This is an optimization exercise on Yosys and OpenROAD, whose aim is small area and a short achievable clock period, not a production implementation.
The RTL was checked by simulation tests, not by an equivalence proof against the original design.
Power figures rest on the tool's default switching activity, not on a simulated workload.

===== flow/run.sh =====
#!/bin/bash
# synth_recipe.tcl (not shown) runs the flow's synth.tcl, then flattens the netlist and writes it again
# the make line also repeats each setting of config.mk as NAME=value (left out here)
make -C /OpenROAD-flow-scripts/flow DESIGN_CONFIG=/design/flow/config.mk WORK_HOME=/design/flow/orfs CLKGATE_MAP_FILE= SYNTH_SCRIPT=/design/flow/synth_recipe.tcl finish

===== flow/config.mk =====
export PLATFORM = sky130hd
export DESIGN_NAME = punc_mem_responder
export DESIGN_NICKNAME = punc_mem_responder
export VERILOG_FILES = /design/flow/design.v
export SDC_FILE = /design/flow/constraint.sdc
export NUM_CORES = 4
export LEC_CHECK = 0
export CAP_MARGIN = 20
export CORE_MARGIN = 2
export CORE_UTILIZATION = 45
export CTS_CLUSTER_DIAMETER = 120
export CTS_CLUSTER_SIZE = 24
export SETUP_SLACK_MARGIN = 3.0
export SLEW_MARGIN = 20
export SYNTH_HIERARCHICAL = 1

===== flow/constraint.sdc =====
create_clock -name core_clock -period 5.5 [get_ports {clk_i}]
set_input_delay 1.1000 -clock core_clock [delete_from_list [all_inputs] [get_ports {clk_i}]]
set_output_delay 1.1000 -clock core_clock [all_outputs]
set_load 0.01 [all_outputs]

===== flow/design.v =====
module punc_mem_responder #(
  parameter int DATA_W     = 16,
  parameter int ADDR_W     = 16,
  parameter int DEPTH_LOG2 = 8,
  parameter int RD_LAT     = 2,
  parameter int WR_LAT     = 1
) (
  input  logic              clk_i,
  input  logic              rst_i,
  input  logic              req_valid_i,
  output logic              req_ready_o,
  input  logic              req_we_i,
  input  logic [ADDR_W-1:0] req_addr_i,
  input  logic [DATA_W-1:0] req_wdata_i,
  output logic              rsp_valid_o,
  input  logic              rsp_ready_i,
  output logic [DATA_W-1:0] rsp_rdata_o,
  output logic              rsp_err_o,
  output logic [15:0]       rd_count_o,
  output logic [15:0]       wr_count_o
);
  localparam int DEPTH = 1 << DEPTH_LOG2;    
  logic busy_q, ready_s, rd1_q, fin_q, valid_q;
  logic we_q, oor_q, err_q;
  logic [DATA_W-1:0]     wdata_q;
  logic [DATA_W-1:0]     rdata_q;
  logic [15:0]           rd_count_q, wr_count_q;
  logic                  accept_s;
  assign ready_s  = ~busy_q;
  assign accept_s = ready_s & req_valid_i;
  always_ff @(posedge clk_i or posedge rst_i) begin
    if (rst_i) begin
      busy_q     <= 1'b0;
      rd1_q      <= 1'b0;
      fin_q      <= 1'b0;
      valid_q    <= 1'b0;
      rd_count_q <= 16'd0;
      wr_count_q <= 16'd0;
    end else begin
      rd1_q <= accept_s & ~req_we_i;
      fin_q <= (accept_s & req_we_i) | rd1_q;
      if (accept_s) busy_q <= 1'b1;
      else if (valid_q & rsp_ready_i) busy_q <= 1'b0;
      if (fin_q) valid_q <= 1'b1;
      else if (rsp_ready_i) valid_q <= 1'b0;
      if (fin_q & ~oor_q & ~we_q) rd_count_q <= rd_count_q + 16'd1;
      if (fin_q & ~oor_q & we_q)  wr_count_q <= wr_count_q + 16'd1;
    end
  end
  logic in_range_s;
  assign in_range_s = (req_addr_i[ADDR_W-1:DEPTH_LOG2] == '0);
  always_ff @(posedge clk_i) begin
    if (ready_s) begin
      we_q  <= req_we_i;
      oor_q <= ~in_range_s;
    end
  end
  always_ff @(posedge clk_i) wdata_q <= req_wdata_i;
  logic [15:0]      lo_s, hi_s;
  logic [DEPTH-1:0] sel_q;
  logic [15:0]      hw_q;
  always_comb begin
    for (int k = 0; k < 16; k++) begin
      lo_s[k] = (req_addr_i[3:0] == 4'(k));
      hi_s[k] = (req_addr_i[7:4] == 4'(k)) & in_range_s;
    end
  end
  always_ff @(posedge clk_i) begin
    for (int i = 0; i < DEPTH; i++) sel_q[i] <= hi_s[i/16] & lo_s[i%16];
  end
  always_ff @(posedge clk_i or posedge rst_i) begin
    if (rst_i) hw_q <= '0;
    else       hw_q <= hi_s & {16{accept_s & req_we_i}};
  end
  logic [DATA_W-1:0] mem_q [DEPTH];
  logic [DATA_W-1:0] mem_d [DEPTH];
  logic [DEPTH-1:0]  en_s, en_n_s;
  for (genvar i = 0; i < DEPTH; i++) begin : g_word
    pmr_nand2 u_en_n (.a(hw_q[i/16]), .b(sel_q[i]), .y(en_n_s[i]));
    pmr_inv   u_en   (.a(en_n_s[i]), .y(en_s[i]));
    pmr_word  u_hold (.en(en_s[i]), .en_n(en_n_s[i]), .wd(wdata_q), .q(mem_q[i]), .d(mem_d[i]));
    always_ff @(posedge clk_i) mem_q[i] <= mem_d[i];
  end
  logic [DATA_W-1:0] half_d [2];
  logic [DATA_W-1:0] half_q [2];
  for (genvar b = 0; b < DATA_W; b++) begin : g_rbit
    logic [DEPTH-1:0] col;
    for (genvar i = 0; i < DEPTH; i++) begin : g_col
      assign col[i] = mem_q[i][b];
    end
    pmr_rd_col u_col (.sel(sel_q), .q(col), .half0(half_d[0][b]), .half1(half_d[1][b]));
  end
  always_ff @(posedge clk_i) begin
    half_q[0] <= half_d[0];
    half_q[1] <= half_d[1];
  end
  logic [DATA_W-1:0] rd_word_s;
  assign rd_word_s = half_q[0] | half_q[1];
  logic [DATA_W-1:0] rdata_d;
  logic              err_d;
  for (genvar b = 0; b < DATA_W; b++) begin : g_rdata
    pmr_mux2 u_m (.s(fin_q), .a(rdata_q[b]),
                  .b(we_q ? (wdata_q[b] & ~oor_q) : rd_word_s[b]), .y(rdata_d[b]));
  end
  pmr_mux2 u_err_m (.s(fin_q), .a(err_q), .b(oor_q), .y(err_d));
  always_ff @(posedge clk_i) begin
    rdata_q <= rdata_d;
    err_q   <= err_d;
  end
  assign req_ready_o = ready_s;
  assign rsp_valid_o = valid_q;
  assign rsp_rdata_o = rdata_q;
  assign rsp_err_o   = err_q;
  assign rd_count_o  = rd_count_q;
  assign wr_count_o  = wr_count_q;
endmodule
module pmr_word (input logic en, en_n, input logic [15:0] wd, q, output logic [15:0] d);
  for (genvar b = 0; b < 16; b++) begin : g_bit
    pmr_a22o u (.a1(en), .a2(wd[b]), .b1(en_n), .b2(q[b]), .y(d[b]));
  end
endmodule
module pmr_rd_col (input logic [255:0] sel, q, output logic half0, half1);
  logic [85:0] t_n;
  for (genvar k = 0; k < 85; k++) begin : g_tri
    pmr_a222oi u_t (.a1(sel[3*k]),   .a2(q[3*k]),
                    .b1(sel[3*k+1]), .b2(q[3*k+1]),
                    .c1(sel[3*k+2]), .c2(q[3*k+2]),
                    .y(t_n[k]));
  end
  pmr_nand2 u_t_last (.a(sel[255]), .b(q[255]), .y(t_n[85]));
  pmr_rd_half u_h0 (.t_n(t_n[42:0]),  .y(half0));
  pmr_rd_half u_h1 (.t_n(t_n[85:43]), .y(half1));
endmodule
module pmr_rd_half (input logic [42:0] t_n, output logic y);
  logic [10:0] p;
  logic [2:0]  m_n;
  for (genvar j = 0; j < 10; j++) begin : g_l1
    pmr_nand4 u (.a(t_n[4*j]), .b(t_n[4*j+1]), .c(t_n[4*j+2]), .d(t_n[4*j+3]), .y(p[j]));
  end
  pmr_nand3 u_l1_last (.a(t_n[40]), .b(t_n[41]), .c(t_n[42]), .y(p[10]));
  pmr_nor4 u_l2_0 (.a(p[0]), .b(p[1]), .c(p[2]), .d(p[3]), .y(m_n[0]));
  pmr_nor4 u_l2_1 (.a(p[4]), .b(p[5]), .c(p[6]), .d(p[7]), .y(m_n[1]));
  pmr_nor3 u_l2_2 (.a(p[8]), .b(p[9]), .c(p[10]), .y(m_n[2]));
  pmr_nand3 u_l3 (.a(m_n[0]), .b(m_n[1]), .c(m_n[2]), .y(y));
endmodule
module pmr_a22o (input logic a1, a2, b1, b2, output logic y);
  assign y = (a1 & a2) | (b1 & b2);
endmodule
module pmr_a222oi (input logic a1, a2, b1, b2, c1, c2, output logic y);
  assign y = ~((a1 & a2) | (b1 & b2) | (c1 & c2));
endmodule
module pmr_mux2 (input logic s, a, b, output logic y);
  assign y = s ? b : a;
endmodule
module pmr_inv (input logic a, output logic y);
  assign y = ~a;
endmodule
module pmr_nand2 (input logic a, b, output logic y);
  assign y = ~(a & b);
endmodule
module pmr_nor2 (input logic a, b, output logic y);
  assign y = ~(a | b);
endmodule
module pmr_nand3 (input logic a, b, c, output logic y);
  assign y = ~(a & b & c);
endmodule
module pmr_nor3 (input logic a, b, c, output logic y);
  assign y = ~(a | b | c);
endmodule
module pmr_nand4 (input logic a, b, c, d, output logic y);
  assign y = ~(a & b & c & d);
endmodule
module pmr_nor4 (input logic a, b, c, d, output logic y);
  assign y = ~(a | b | c | d);
endmodule

==> reports/results.tsv, run 1 <==
metric	value	unit
Final period util	0.5138	
# clock sinks	4471	
Via Count	118700	
Tightest Pin Transition	1425	ps
Final Power	50.86	mW
P per Cell Area	312.1	nW/um2
top-level I/O count	88	
crit path kind	reg2reg	
Post-Route Hold Slack	354.6	ps
VDD IR max	283.6	uV
portion of the post-synthesis area used by sequential elements	0.6083	
Max Freq	0.3539	GHz
critical path peak fanout	6	
via-per-instance ratio	7.241	
LEAKAGE	60.26	nW
Clock Pin Slew Worst Setup and Hold Paths	100	ps
register-to-register path setup slack	2670	ps
Detail Placement HPWL	332400	um
routed len/inst	33.05	um
ratio of cells with drive above 1 in the final layout	0.08295	
Post-Syn Instances	11520	
Mapped Nets	11560	
die extent in x	576.7	um
deepest level of the CTS H-tree	4	
distinct cell type count after synthesis	43	
Yosys warning total	13	
area growth from synthesis to final layout	10.41	%
startpoint type of the worst setup path	flip-flop	
Clock Root Buffer	sky130_fd_sc_hd__clkbuf_16	
count of flip-flops with a built-in enable after synthesis	2	
Mean Syn Cell Area	12.81	um2
most frequently used flop master after synthesis	sky130_fd_sc_hd__dfxtp_1	
placeable core area	326900	um2
Post-Synthesis Cell Area	147600	um2
fill cell count	28280	
number of hold violations in the final report	0	
kind of end point of the critical path	flip-flop	
post-synthesis cell type with the largest combined area	sky130_fd_sc_hd__dfxtp_1	
arrival time of data at the critical path endpoint	3580	ps
Port Buffers	87	
number of nets in the final layout	12060	
Total Routing Usage GR	0.3066	
overall die area	332600	um2
Total Negative Setup Slacks	0	ps
first-iteration detailed-routing DRC count	22440	
row count	210	
DRC Markers	0	
clock tree from TritonCTS	built	
maximum number of pins on one net before global-route repair	142	
insertion delay of the later-clocked pin in the worst-skew pair	980	ps
Initial Util	0.4516	
required time worst endpoint	6260	ps
TritonCTS Buffers	209	
Tmin final	2826	ps
count leader, synth	sky130_fd_sc_hd__dfxtp_1	
Max Buffers Root-to-Sink	4	
worst reg2reg endpoint	half_q[1][5]	
Reg2Reg Launch Point	sel_q[198]	
number of antenna violations at the first check in global routing	20	
antenna viol nets, final	0	
worst min path class	in2async	
final slew viol count	0	
share of the synthesized area in the top cell type	0.5991	
Post-Place Setup Slack	1555	ps
total of hold buffers inserted after clock tree synthesis	0	
launching instance or port of the critical path	sel_q[198]	
main area contributors after synthesis	sky130_fd_sc_hd__dfxtp_1 60%, sky130_fd_sc_hd__a22o_1 24%, sky130_fd_sc_hd__a222oi_1 9.2%	
first-pass GRT wire length	782300	um
Detailed Routing Iterations Pass 1	13	
crit path to	half_q[1][5]	
number of register bits inferred by synthesis	4471	
worst rel slew slack	0.05007	
fraction of registers with async set or reset after synthesis	0.01163	
FF+latch area	90110	um2
area used by multi-input combinational logic	57240	um2
max_cap viols	0	
largest clock skew in the final design	76.07	ps
final setup vio count	0	
number of global-route vias before repair	111500	
setup repair after global routing missed its margin	yes	
number of cell instances on the worst register-to-register path	4	
final wirelength	542000	um
commonest cells in the synthesized netlist	4417 x sky130_fd_sc_hd__dfxtp_1, 4096 x sky130_fd_sc_hd__a22o_1, 1360 x sky130_fd_sc_hd__a222oi_1	
smallest setup slack after layout	2674	ps
sum of overflow across all layers after global routing	0	
routability cong.	0.8872	
die height	576.7	um
outcome	timing/DRC/antenna clean	
==> cell usage in the layout, fill, tap and decap left out, types with 4 or more instances in the layout <==
| cell | synthesis | layout |
|---|---|---|
| sky130_fd_sc_hd__inv_6 | 0 | 5 |
| sky130_fd_sc_hd__buf_12 | 0 | 36 |
| sky130_fd_sc_hd__xor2_1 | 8 | 8 |
| sky130_fd_sc_hd__nor2_2 | 0 | 5 |
| sky130_fd_sc_hd__nor4_4 | 0 | 41 |
| sky130_fd_sc_hd__a22o_1 | 4096 | 4096 |
| sky130_fd_sc_hd__and3_1 | 5 | 4 |
| sky130_fd_sc_hd__nor2_1 | 300 | 295 |
| sky130_fd_sc_hd__nor3_2 | 32 | 32 |
| sky130_fd_sc_hd__nor3_1 | 15 | 12 |
| sky130_fd_sc_hd__a222oi_1 | 1360 | 1360 |
| sky130_fd_sc_hd__dfxtp_4 | 0 | 50 |
| sky130_fd_sc_hd__nand2_4 | 10 | 10 |
| sky130_fd_sc_hd__clkinvlp_4 | 0 | 125 |
| sky130_fd_sc_hd__nor4_2 | 65 | 24 |
| sky130_fd_sc_hd__buf_2 | 5 | 15 |
| sky130_fd_sc_hd__buf_6 | 0 | 53 |
| sky130_fd_sc_hd__inv_1 | 261 | 135 |
| sky130_fd_sc_hd__nand3_1 | 76 | 74 |
| sky130_fd_sc_hd__xnor2_1 | 22 | 22 |
| sky130_fd_sc_hd__o21ai_0 | 16 | 16 |
| sky130_fd_sc_hd__nor3_4 | 1 | 4 |
| sky130_fd_sc_hd__nand3b_1 | 5 | 5 |
| sky130_fd_sc_hd__nand2_2 | 0 | 52 |
| sky130_fd_sc_hd__clkbuf_16 | 0 | 213 |
| sky130_fd_sc_hd__dfrtp_1 | 52 | 39 |
| sky130_fd_sc_hd__nand2_1 | 359 | 306 |
| sky130_fd_sc_hd__nand2b_1 | 4 | 4 |
| sky130_fd_sc_hd__dfxtp_1 | 4417 | 4273 |
| sky130_fd_sc_hd__clkbuf_1 | 25 | 13 |
| sky130_fd_sc_hd__dfxtp_2 | 0 | 94 |
| sky130_fd_sc_hd__diode_2 | 0 | 8 |
| sky130_fd_sc_hd__nand4_1 | 329 | 329 |
| sky130_fd_sc_hd__mux2_4 | 17 | 17 |
| sky130_fd_sc_hd__clkdlybuf4s50_1 | 0 | 36 |
| sky130_fd_sc_hd__dfrtp_2 | 0 | 13 |
| sky130_fd_sc_hd__buf_4 | 1 | 187 |
==> state kept, by name, indices dropped and copies added (netlist names), 16 cells and up <==
| signal | flops |
|---|---|
| half_q | 32 |
| hw_q | 16 |
| mem_q | 4096 |
| rd_count_q | 16 |
| rdata_q | 16 |
| sel_q | 256 |
| wdata_q | 16 |
| wr_count_q | 16 |
==> logic make-up after synthesis <==
group	Yosys count	share of synthesized area
compound gates	5475	0.3360
xor+xnor	30	0.001780
fa+ha+maj	2	0.0001695
buf+inv	302	0.007824
flops	4471	0.6083
mux	19	0.001882
simple gates	1219	0.04403
==> power breakdown <==
group          switching [mW]  internal (mW)  total (mW)
sequential              0.119           32.4        32.5
clock                    10.4           7.00        17.4
combinational           0.765          0.198       0.963
==> per-module statistics from Yosys, one instance, submodules excluded, excerpt <==
module | times used | cell area, um2
pmr_nor3 | 32 | 10.01
pmr_nand2 | 272 | 3.754
punc_mem_responder | 1 | 92430
pmr_mux2 | 17 | 15.01
pmr_a222oi | 1360 | 10.01
pmr_nand4 | 320 | 6.256
pmr_a22o | 4096 | 8.758
pmr_inv | 256 | 3.754
pmr_nor4 | 64 | 12.51
pmr_nand3 | 64 | 5.005
==> metal layers <==
layer  vias up  global-route usage  share of wire
met5         -                   0        0.00014
li1      50300                   -              -
met3       985             0.04795          0.093
met1     60500              0.4266           0.41
met4        14              0.1418          0.053
met2      6930              0.4675           0.44
==> worst max-delay path: stages (launching register included) <==
cell and delay [ps]:
sky130_fd_sc_hd__dfxtp_4 390, sky130_fd_sc_hd__a222oi_1 720, sky130_fd_sc_hd__nand4_1 440, sky130_fd_sc_hd__nor4_4 850, sky130_fd_sc_hd__nand3_1 200
==> what timing repair did <==
item	4_1_cts	5_1_grt
gates cloned	1	0
resized for setup	491	186
setup endpoints to repair	2997	1779
hold endpoints to repair	0	0
pin swaps	144	82
buffers inserted	94	29
==> layout make-up <==
type,instances,area share
multi-input cells,6746,0.3513
clock buffers,226,0.03301
clock inverters,10,0.0007524
inverters,261,0.008876
flip-flops and latches,4471,0.5529
repair buffers,330,0.01965
well taps,4346,0.03337
diodes,8,0.0001228
==> how the worst min path moves through the flow <==
stage / from / end / slack [ps] / depth (start not counted)
CTS: rd1_q / fin_q / 460 / 1
detailed placement: rd1_q / fin_q / 440 / 1
global placement: rd1_q / fin_q / 420 / 1
floorplan: rd1_q / fin_q / 420 / 1
global route: rst_i / fin_q / 370 / 2
finish: rst_i / wr_count_q[1] / 350 / 2
==> metrics by stage <==
stage	instances	util	instance area [um2]
after floorplan	11520	-	147700
after global placement	16020	0.4739	154900
after detailed placement	16030	0.4745	155100
after CTS	16360	0.4957	162000
after global routing	16400	0.4986	163000
final	16400	0.4986	163000
==> run 2, diff against run 1 <==
--- a/flow/design.v
+++ b/flow/design.v
@@ -81,21 +81,22 @@
     pmr_word  u_hold (.en(en_s[i]), .en_n(en_n_s[i]), .wd(wdata_q), .q(mem_q[i]), .d(mem_d[i]));
     always_ff @(posedge clk_i) mem_q[i] <= mem_d[i];
   end
-  logic [DATA_W-1:0] half_d [2];
-  logic [DATA_W-1:0] half_q [2];
+  logic [5:0] part_n_d [DATA_W];
+  logic [5:0] part_n_q [DATA_W];
   for (genvar b = 0; b < DATA_W; b++) begin : g_rbit
     logic [DEPTH-1:0] col;
     for (genvar i = 0; i < DEPTH; i++) begin : g_col
       assign col[i] = mem_q[i][b];
     end
-    pmr_rd_col u_col (.sel(sel_q), .q(col), .half0(half_d[0][b]), .half1(half_d[1][b]));
+    pmr_rd_col u_col (.sel(sel_q), .q(col), .m0_n(part_n_d[b][2:0]), .m1_n(part_n_d[b][5:3]));
   end
   always_ff @(posedge clk_i) begin
-    half_q[0] <= half_d[0];
-    half_q[1] <= half_d[1];
+    for (int b = 0; b < DATA_W; b++) part_n_q[b] <= part_n_d[b];
   end
   logic [DATA_W-1:0] rd_word_s;
-  assign rd_word_s = half_q[0] | half_q[1];
+  always_comb begin
+    for (int b = 0; b < DATA_W; b++) rd_word_s[b] = ~&part_n_q[b];
+  end
   logic [DATA_W-1:0] rdata_d;
   logic              err_d;
   for (genvar b = 0; b < DATA_W; b++) begin : g_rdata
@@ -119,7 +120,7 @@
     pmr_a22o u (.a1(en), .a2(wd[b]), .b1(en_n), .b2(q[b]), .y(d[b]));
   end
 endmodule
-module pmr_rd_col (input logic [255:0] sel, q, output logic half0, half1);
+module pmr_rd_col (input logic [255:0] sel, q, output logic [2:0] m0_n, m1_n);
   logic [85:0] t_n;
   for (genvar k = 0; k < 85; k++) begin : g_tri
     pmr_a222oi u_t (.a1(sel[3*k]),   .a2(q[3*k]),
@@ -128,12 +129,11 @@
                     .y(t_n[k]));
   end
   pmr_nand2 u_t_last (.a(sel[255]), .b(q[255]), .y(t_n[85]));
-  pmr_rd_half u_h0 (.t_n(t_n[42:0]),  .y(half0));
-  pmr_rd_half u_h1 (.t_n(t_n[85:43]), .y(half1));
+  pmr_rd_half u_h0 (.t_n(t_n[42:0]),  .m_n(m0_n));
+  pmr_rd_half u_h1 (.t_n(t_n[85:43]), .m_n(m1_n));
 endmodule
-module pmr_rd_half (input logic [42:0] t_n, output logic y);
+module pmr_rd_half (input logic [42:0] t_n, output logic [2:0] m_n);
   logic [10:0] p;
-  logic [2:0]  m_n;
   for (genvar j = 0; j < 10; j++) begin : g_l1
     pmr_nand4 u (.a(t_n[4*j]), .b(t_n[4*j+1]), .c(t_n[4*j+2]), .d(t_n[4*j+3]), .y(p[j]));
   end
@@ -141,7 +141,6 @@
   pmr_nor4 u_l2_0 (.a(p[0]), .b(p[1]), .c(p[2]), .d(p[3]), .y(m_n[0]));
   pmr_nor4 u_l2_1 (.a(p[4]), .b(p[5]), .c(p[6]), .d(p[7]), .y(m_n[1]));
   pmr_nor3 u_l2_2 (.a(p[8]), .b(p[9]), .c(p[10]), .y(m_n[2]));
-  pmr_nand3 u_l3 (.a(m_n[0]), .b(m_n[1]), .c(m_n[2]), .y(y));
 endmodule
 module pmr_a22o (input logic a1, a2, b1, b2, output logic y);
   assign y = (a1 & a2) | (b1 & b2);
==> run 2 against run 1 <==
Still clean on timing, DRC and antenna. Cell area grew 0.24%. Area after synthesis grew 0.89%. Sequential power grew 2%. Final cell count is essentially flat. Core utilization shrank 0.32 points. Clock-buffer cell count grew 2. Synthesized cell count grew 0.50%. Critical path depth shrank 2. Largest cell class unchanged.
==> reports/results.tsv, run 2 <==
metric	value	unit	change
insertion delay of the later-clocked pin in the worst-skew pair	960	ps	was 980 ps
first-pass GRT wire length	783500	um	was 782300 um
Clock Pin Slew Worst Setup and Hold Paths	100	ps	about the same
portion of the post-synthesis area used by sequential elements	0.6116		was 0.6083
largest clock skew in the final design	57.06	ps	was 76.07 ps
via-per-instance ratio	7.274		was 7.241
crit path kind	reg2out		was reg2reg
final standard cell area without fillers	163300	um2	was 163000 um2
number of register bits inferred by synthesis	4535		was 4471
clock power share	0.341		was 0.342
Max Buffers Root-to-Sink	4		unchanged
outcome	timing/DRC/antenna clean		unchanged
Port Buffers	87		unchanged
final wirelength	544100	um	was 542000 um
worst rel slew slack	0.1616		was 0.05007
ratio of cells with drive above 1 in the final layout	0.07521		was 0.08295
Total Routing Usage GR	0.3057		was 0.3066
placeable core area	329700	um2	was 326900 um2
required time worst endpoint	4400	ps	was 6260 ps
number of nets in the final layout	12050		was 12060
worst path cell trace	inv_2 -> buf_6		was a222oi_1 -> nand4_1 -> nor4_4 -> nand3_1
fraction of registers with async set or reset after synthesis	0.01147		was 0.01163
Post-Syn Instances	11580		was 11520
die extent in x	579.2	um	was 576.7 um
number of hold violations in the final report	0		unchanged
antenna viol nets, final	0		unchanged
Post-Synthesis Cell Area	148900	um2	was 147600 um2
FF+latch area	91260	um2	was 90110 um2
Via Count	119300		was 118700
LEAKAGE	60.28	nW	was 60.26 nW
Hold Startpoint	mem_q[172][12]		
Detail Placement HPWL	334400	um	was 332400 um
Final Power	51.54	mW	was 50.86 mW
largest registers	mem_q (4096), sel_q (256), part_n_q (96)		was mem_q (4096), sel_q (256), half_q (32)
worst hold endpoint	mem_q[172][12]		
most common cell after layout, fill and taps aside	sky130_fd_sc_hd__dfxtp_1		unchanged
commonest cells in the synthesized netlist	4481 x sky130_fd_sc_hd__dfxtp_1, 4096 x sky130_fd_sc_hd__a22o_1, 1360 x sky130_fd_sc_hd__a222oi_1		was 4417 x sky130_fd_sc_hd__dfxtp_1, 4096 x sky130_fd_sc_hd__a22o_1, 1360 x sky130_fd_sc_hd__a222oi_1
final slew viol count	0		unchanged
Mapped Nets	11620		was 11560
sequential power share	0.640		was 0.639
number of global-route vias before repair	111300		was 111500
overall die area	335500	um2	was 332600 um2
Detailed Routing Iterations Pass 1	9		was 13
most flop-heavy register	mem_q		unchanged
TritonCTS Buffers	211		was 209
row count	211		was 210
share of total power in combinational logic	0.019		about the same
startpoint type of the worst setup path	flip-flop		unchanged
clock tree from TritonCTS	built		unchanged
worst min path class	reg2reg		was in2async
peak per-stage delay on the critical path	420	ps	was 850 ps
routability cong.	0.9061		was 0.8872
area growth from synthesis to final layout	9.696	%	was 10.41%
cell count of the worst hold path	1		
delay-heaviest family, CP	flip-flops		was simple AND/OR/NAND/NOR gates
Largest register FFs	4096		unchanged
total of hold buffers inserted after clock tree synthesis	0		unchanged
worst reg2reg endpoint	part_n_q[9][4]		was half_q[1][5]
first-iteration detailed-routing DRC count	23070		was 22440
Yosys warning total	13		unchanged
critical path peak fanout	3		was 6
maximum number of pins on one net before global-route repair	133		was 142
Mean Syn Cell Area	12.86	um2	was 12.81 um2
design internal power	40.15	mW	was 39.57 mW
count leader, synth	sky130_fd_sc_hd__dfxtp_1		unchanged
Tightest Pin Transition	1258	ps	was 1425 ps
number of antenna violations at the first check in global routing	13		was 20
count of flip-flops with a built-in enable after synthesis	2		unchanged
die height	579.2	um	was 576.7 um
library cell contributing the largest single delay on the critical path	sky130_fd_sc_hd__dfrtp_1		was sky130_fd_sc_hd__nor4_4
switching power	11.38	mW	was 11.30 mW
sum of overflow across all layers after global routing	0		unchanged
Buf+Inv Stages, Crit Path	2		was 0
deepest level of the CTS H-tree	4		unchanged
DRC Markers	0		unchanged
sw frac	0.2209		was 0.2221
distinct cell type count after synthesis	46		was 43
most frequently used flop master after synthesis	sky130_fd_sc_hd__dfxtp_1		unchanged
top library cells by usage in the layout, fill and taps aside	4376 x sky130_fd_sc_hd__dfxtp_1, 4096 x sky130_fd_sc_hd__a22o_1, 1360 x sky130_fd_sc_hd__a222oi_1		was 4273 x sky130_fd_sc_hd__dfxtp_1, 4096 x sky130_fd_sc_hd__a22o_1, 1360 x sky130_fd_sc_hd__a222oi_1
top-level I/O count	88		unchanged
# clock sinks	4535		was 4471
P per Cell Area	315.5	nW/um2	was 312.1 nW/um2
Clock Root Buffer	sky130_fd_sc_hd__clkbuf_16		unchanged
Initial Util	0.4516		about the same
area of placed instances	156400	um2	was 155100 um2
share of the synthesized area in the top cell type	0.6024		was 0.5991
max_cap viols	0		unchanged
VDD IR max	262.8	uV	was 283.6 uV
kind of end point of the critical path	output port		was flip-flop
smallest setup slack after layout	2872	ps	was 2674 ps
Final period util	0.4779		was 0.5138
setup repair after global routing missed its margin	yes		unchanged
fill cell count	28310		was 28280
post-synthesis cell type with the largest combined area	sky130_fd_sc_hd__dfxtp_1		unchanged
arrival time of data at the critical path endpoint	1530	ps	was 3580 ps
Total Negative Setup Slacks	0	ps	unchanged
Post-Place Setup Slack	1393	ps	was 1555 ps
Tmin final	2628	ps	was 2826 ps
final setup vio count	0		unchanged
main area contributors after synthesis	sky130_fd_sc_hd__dfxtp_1 60%, sky130_fd_sc_hd__a22o_1 24%, sky130_fd_sc_hd__a222oi_1 9.1%		was sky130_fd_sc_hd__dfxtp_1 60%, sky130_fd_sc_hd__a22o_1 24%, sky130_fd_sc_hd__a222oi_1 9.2%
routed len/inst	33.16	um	was 33.05 um
Reg2Reg Launch Point	sel_q[198]		unchanged
area used by multi-input combinational logic	57120	um2	was 57240 um2
register-to-register path setup slack	2900	ps	was 2670 ps
number of cell instances on the worst register-to-register path	3		was 4
Max Freq	0.3805	GHz	was 0.3539 GHz
-- run 2: through the flow --
step	std cells	hold WS (ps)	utilization
final	16410	475.7	0.4954
after global routing	16400	485.6	0.4954
after CTS	16390	477.9	0.4931
after detailed placement	16100	451.4	0.4742
after global placement	16100	450.3	0.4741
after floorplan	11580	417.0	-
-- run 2: cell families (layout without fill, tap and decap cells) --
logic type	after synthesis	count (layout)	synth area share
adder cells (fa/ha/maj)	2	2	0.0001680
other	0	7	0
multiplexers	19	19	0.001865
AND/OR/NAND/NOR	1213	1214	0.04382
buffers and inverters	302	758	0.007797
flip-flops	4535	4535	0.6116
AO/OA/AOI/OAI	5475	5475	0.3330
XOR/XNOR	30	30	0.001764
-- run 2: area by class of cell --
type                            count  area share
Timing Repair Buffer              263     0.01522
Antenna cell                        7   0.0001072
Clock inverter                      8   0.0005668
Sequential cell                  4535      0.5587
Multi-Input combinational cell   6740      0.3497
Clock buffer                      228     0.03350
Tap cell                         4366     0.03344
Inverter                          259    0.008793
-- run 2: layer usage --
metal | track usage | wire, um
met1 | 0.4366 | 228100
met2 | 0.4582 | 238000
met3 | 0.04989 | 53050
met4 | 0.1256 | 24760
met5 | 0 | 65
-- run 2: timing repair --
item / in CTS / in global routing
cloned: 0 / 1
pin swaps: 16 / 12
setup buffers: 45 / 12
gates resized for setup: 386 / 162
hold endpoints to repair: 0 / 0
endpoints found under the setup margin: 3635 / 1651
-- run 2: per-module statistics from Yosys, one instance, submodules excluded, a selection --
module | cell area [um2] | times used
punc_mem_responder | 93900 | 1
pmr_mux2 | 15.01 | 17
pmr_nor4 | 12.51 | 64
pmr_a222oi | 10.01 | 1360
pmr_nor3 | 10.01 | 32
pmr_a22o | 8.758 | 4096
pmr_nand4 | 6.256 | 320
pmr_nand3 | 5.005 | 32
pmr_inv | 3.754 | 256
pmr_nand2 | 3.754 | 272
-- run 2: power groups by stage --
stage / clock [mW] / combinational, mW / sequential (mW)
after global placement: 0 / 0.893 / 33.7
after global routing: 18.9 / 1.00 / 33.0
after floorplan: 0 / 0.107 / 33.9
after CTS: 17.8 / 0.943 / 33.0
final: 17.6 / 0.988 / 33.0
after detailed placement: 0 / 0.915 / 33.7
-- run 2: worst max path at each step --
stage,from,endpoint,slack [ps],cells after the start
final,busy_q,req_ready_o,2870,2
after global routing,busy_q,req_ready_o,2800,2
after CTS,busy_q,req_ready_o,2590,2
after detailed placement,req_addr_i[9],sel_q[218],1390,6
after global placement,req_addr_i[9],sel_q[199],1470,6
after floorplan,req_addr_i[9],sel_q[131],3000,6
==> run 3, diff against run 2 <==
--- a/flow/config.mk
+++ b/flow/config.mk
@@ -7,7 +7,7 @@
 export LEC_CHECK = 0
 export CAP_MARGIN = 20
 export CORE_MARGIN = 2
-export CORE_UTILIZATION = 45
+export CORE_UTILIZATION = 48
 export CTS_CLUSTER_DIAMETER = 120
 export CTS_CLUSTER_SIZE = 24
 export SETUP_SLACK_MARGIN = 3.0
==> run 3 against run 2 <==
Largest power group unchanged. Global-route usage increased by 2.1 points. Highest routed layer unchanged. Wire length increased by 0.71%. Clock-buffer cell count unchanged. Critical endpoint is now wr_count_o[14]. Still clean on timing, DRC and antenna.
==> reports/results.tsv, run 3 <==
metric	value	unit	change
outcome	timing/DRC/antenna clean		unchanged
placeable core area	308800	um2	was 329700 um2
arrival time of data at the critical path endpoint	1620	ps	was 1530 ps
Clock Pin Slew Worst Setup and Hold Paths	100	ps	about the same
worst rel slew slack	0.2186		was 0.1616
distinct cell type count after synthesis	46		unchanged
number of hold violations in the final report	0		unchanged
portion of the post-synthesis area used by sequential elements	0.6116		unchanged
library cell contributing the largest single delay on the critical path	sky130_fd_sc_hd__dfrtp_2		was sky130_fd_sc_hd__dfrtp_1
Total Routing Usage GR	0.3269		was 0.3057
first-pass GRT wire length	787600	um	was 783500 um
fraction of registers with async set or reset after synthesis	0.01147		unchanged
routed len/inst	33.82	um	was 33.16 um
crit path kind	reg2out		unchanged
ratio of cells with drive above 1 in the final layout	0.07496		was 0.07521
LEAKAGE	60.71	nW	was 60.28 nW
startpoint type of the worst setup path	flip-flop		unchanged
Largest register FFs	4096		unchanged
overall die area	314700	um2	was 335500 um2
Max Freq	0.3682	GHz	was 0.3805 GHz
row count	204		was 211
final slew viol count	0		unchanged
insertion delay of the later-clocked pin in the worst-skew pair	950	ps	was 960 ps
commonest cells in the synthesized netlist	4481 x sky130_fd_sc_hd__dfxtp_1, 4096 x sky130_fd_sc_hd__a22o_1, 1360 x sky130_fd_sc_hd__a222oi_1		unchanged
count of flip-flops with a built-in enable after synthesis	2		unchanged
clock tree from TritonCTS	built		unchanged
antenna viol nets, final	0		unchanged
final setup vio count	0		unchanged
Initial Util	0.4821		was 0.4516
die height	561.0	um	was 579.2 um
Detail Placement HPWL	341000	um	was 334400 um
worst reg2reg endpoint	part_n_q[7][0]		was part_n_q[9][4]
most frequently used flop master after synthesis	sky130_fd_sc_hd__dfxtp_1		unchanged
via-per-instance ratio	7.417		was 7.274
number of gates on the worst path with buffers counted	1		was 2
number of nets in the final layout	12090		was 12050
Mean Syn Cell Area	12.86	um2	unchanged
register-to-register path setup slack	2850	ps	was 2900 ps
Buf+Inv Stages, Crit Path	1		was 2
P per Cell Area	315.2	nW/um2	was 315.5 nW/um2
VDD IR max	261.9	uV	was 262.8 uV
routability cong.	0.8823		was 0.9061
Detailed Routing Iterations Pass 1	11		was 9
number of antenna violations at the first check in global routing	19		was 13
final wirelength	547900	um	was 544100 um
maximum number of pins on one net before global-route repair	133		unchanged
# clock sinks	4535		unchanged
Total Negative Setup Slacks	0	ps	unchanged
Port Buffers	87		unchanged
most common cell after layout, fill and taps aside	sky130_fd_sc_hd__dfxtp_1		unchanged
largest clock skew in the final design	41.54	ps	was 57.06 ps
Final period util	0.4938		was 0.4779
sum of overflow across all layers after global routing	0		unchanged
Via Count	120200		was 119300
post-synthesis cell type with the largest combined area	sky130_fd_sc_hd__dfxtp_1		unchanged
Clock Root Buffer	sky130_fd_sc_hd__clkbuf_16		unchanged
DRC Markers	0		unchanged
Tmin final	2716	ps	was 2628 ps
main area contributors after synthesis	sky130_fd_sc_hd__dfxtp_1 60%, sky130_fd_sc_hd__a22o_1 24%, sky130_fd_sc_hd__a222oi_1 9.1%		unchanged
total of hold buffers inserted after clock tree synthesis	0		unchanged
critical path peak fanout	2		was 3
number of register bits inferred by synthesis	4535		unchanged
count leader, synth	sky130_fd_sc_hd__dfxtp_1		unchanged
Post-Synthesis Cell Area	148900	um2	unchanged
Post-Place Setup Slack	1827	ps	was 1393 ps
max_cap viols	0		unchanged
required time worst endpoint	4400	ps	about the same
Mapped Nets	11620		unchanged
Max Buffers Root-to-Sink	4		unchanged
largest registers	mem_q (4096), sel_q (256), part_n_q (96)		unchanged
setup repair after global routing missed its margin	yes		unchanged
share of the synthesized area in the top cell type	0.6024		unchanged
die extent in x	561.0	um	was 579.2 um
worst min path class	reg2reg		unchanged
number of global-route vias before repair	111600		was 111300
crit path to	wr_count_o[14]		was req_ready_o
worst path cell trace	buf_6		was inv_2 -> buf_6
Tightest Pin Transition	1172	ps	was 1258 ps
deepest level of the CTS H-tree	4		unchanged
kind of end point of the critical path	output port		unchanged
peak per-stage delay on the critical path	490	ps	was 420 ps
smallest setup slack after layout	2784	ps	was 2872 ps
TritonCTS Buffers	211		unchanged
number of cell instances on the worst register-to-register path	3		unchanged
launching instance or port of the critical path	wr_count_q[14]		was busy_q
most flop-heavy register	mem_q		unchanged
fill cell count	25930		was 28310
top-level I/O count	88		unchanged
Yosys warning total	13		unchanged
Reg2Reg Launch Point	sel_q[14]		was sel_q[198]
top library cells by usage in the layout, fill and taps aside	4383 x sky130_fd_sc_hd__dfxtp_1, 4096 x sky130_fd_sc_hd__a22o_1, 1360 x sky130_fd_sc_hd__a222oi_1		was 4376 x sky130_fd_sc_hd__dfxtp_1, 4096 x sky130_fd_sc_hd__a22o_1, 1360 x sky130_fd_sc_hd__a222oi_1
Post-Syn Instances	11580		unchanged
delay-heaviest family, CP	flip-flops		unchanged
area growth from synthesis to final layout	9.547	%	was 9.696%
first-iteration detailed-routing DRC count	22940		was 23070
## run 3: through the flow
stage / utilization / area, um2 / cells / hold slack, ps / power [mW]
detailed placement: 0.5062 / 156300 / 15900 / 430.5 / 34.63
finish: 0.5282 / 163100 / 16200 / 456.6 / 51.42
CTS: 0.5261 / 162500 / 16180 / 459.2 / 51.55
global route: 0.5281 / 163100 / 16200 / 483.7 / 52.74
global placement: 0.5061 / 156300 / 15900 / 424.6 / 34.60
floorplan: - / 149000 / 11580 / 417.0 / 34.03
## run 3: area by class of cell
class                      instances  area [um2]  share of cell area
antenna                            9       22.52           0.0001381
clock buffer                     228        5429             0.03328
clock inverter                     7       102.6           0.0006290
inverter                         259        1330            0.008153
multi-input combinational       6740       57050              0.3497
sequential                      4535       91250              0.5594
tap                             4120        5155             0.03160
timing repair buffer             304        2789             0.01710
## run 3: modules after synthesis, one instance, submodules excluded, a selection
module	flip-flops and latches	area, um2	times used
pmr_nor3	0	10.01	32
pmr_nand4	0	6.256	320
punc_mem_responder	4535	93900	1
pmr_nand2	0	3.754	272
pmr_nand3	0	5.005	32
pmr_a22o	0	8.758	4096
## run 3: cells by family after synthesis
kind of cell,Yosys count,synth area share
adder cells (fa/ha/maj),2,0.0001680
flip-flops,4535,0.6116
AO/OA/AOI/OAI,5475,0.3330
XOR/XNOR,30,0.001764
buffers and inverters,302,0.007797
multiplexers,19,0.001865
AND/OR/NAND/NOR,1213,0.04382
## run 3: repair_timing
| action | in CTS | in global routing |
|---|---|---|
| buffers inserted | 45 | 13 |
| pin swaps | 10 | 12 |
| setup endpoints to repair | 2525 | 1416 |
| resized for setup | 380 | 134 |
| gates cloned | 1 | 0 |
## run 3: power breakdown
part | total, mW | internal [mW] | leakage, nW | switching, mW
combinational | 0.915 | 0.206 | 21.2 | 0.709
clock | 17.5 | 7.05 | 2.71 | 10.4
sequential | 33.0 | 32.8 | 36.8 | 0.176
## run 3: layer usage
| layer | vias up | track usage | part of all wire |
|---|---|---|---|
| met4 | 4 | 0.1232 | 0.042 |
| met3 | 927 | 0.04947 | 0.10 |
| met5 | - | 0 | 0.000044 |
| met2 | 7483 | 0.4933 | 0.44 |
| met1 | 61290 | 0.4715 | 0.42 |
| li1 | 50470 | - | - |
## run 3: worst min-delay path by stage
stage	slack (ps)	cells past startpoint	from	to
global route	480	1	mem_q[13][2]	mem_q[13][2]
CTS	460	1	rd1_q	fin_q
floorplan	420	1	rd1_q	fin_q
detailed placement	430	1	rd1_q	fin_q
finish	460	1	rd1_q	fin_q
global placement	420	1	rd1_q	fin_q

## static timing again, ports no longer ideal
How much do the figures lean on ideal ports? The routed layouts below were timed once more, with nothing changed but the port constraints.
Step 1 assumes that a clkbuf_16 drives the clock port and a buf_2 every other input.
Step 2, shift: input delay + t, output delay - t, t = (earliest + latest rising clock arrival at the registers) / 2. This alone moves slack from input paths to output paths.
a / b / c = ideal ports / drivers / drivers and shift; a / b = the first two.
| run | t (ns) | setup WS [ns] | clock arrival spread, ns | worst slew at a driven data input, ns |
|---|---|---|---|---|
| run 1 | 1.059 | 2.674 / 2.674 / 1.734 | 0.078 / 0.077 | 0.19 |
| run 2 | 1.037 | 2.872 / 2.766 / 1.783 | 0.062 / 0.062 | 0.31 |
| run 3 | 1.034 | 2.784 / 2.681 / 1.984 | 0.055 / 0.055 | 0.16 |
After both steps setup and hold are still met in every run listed. The setup slack of run 2, which loses most, moves by -0.106 ns with the drivers and by -1.089 ns with both steps.
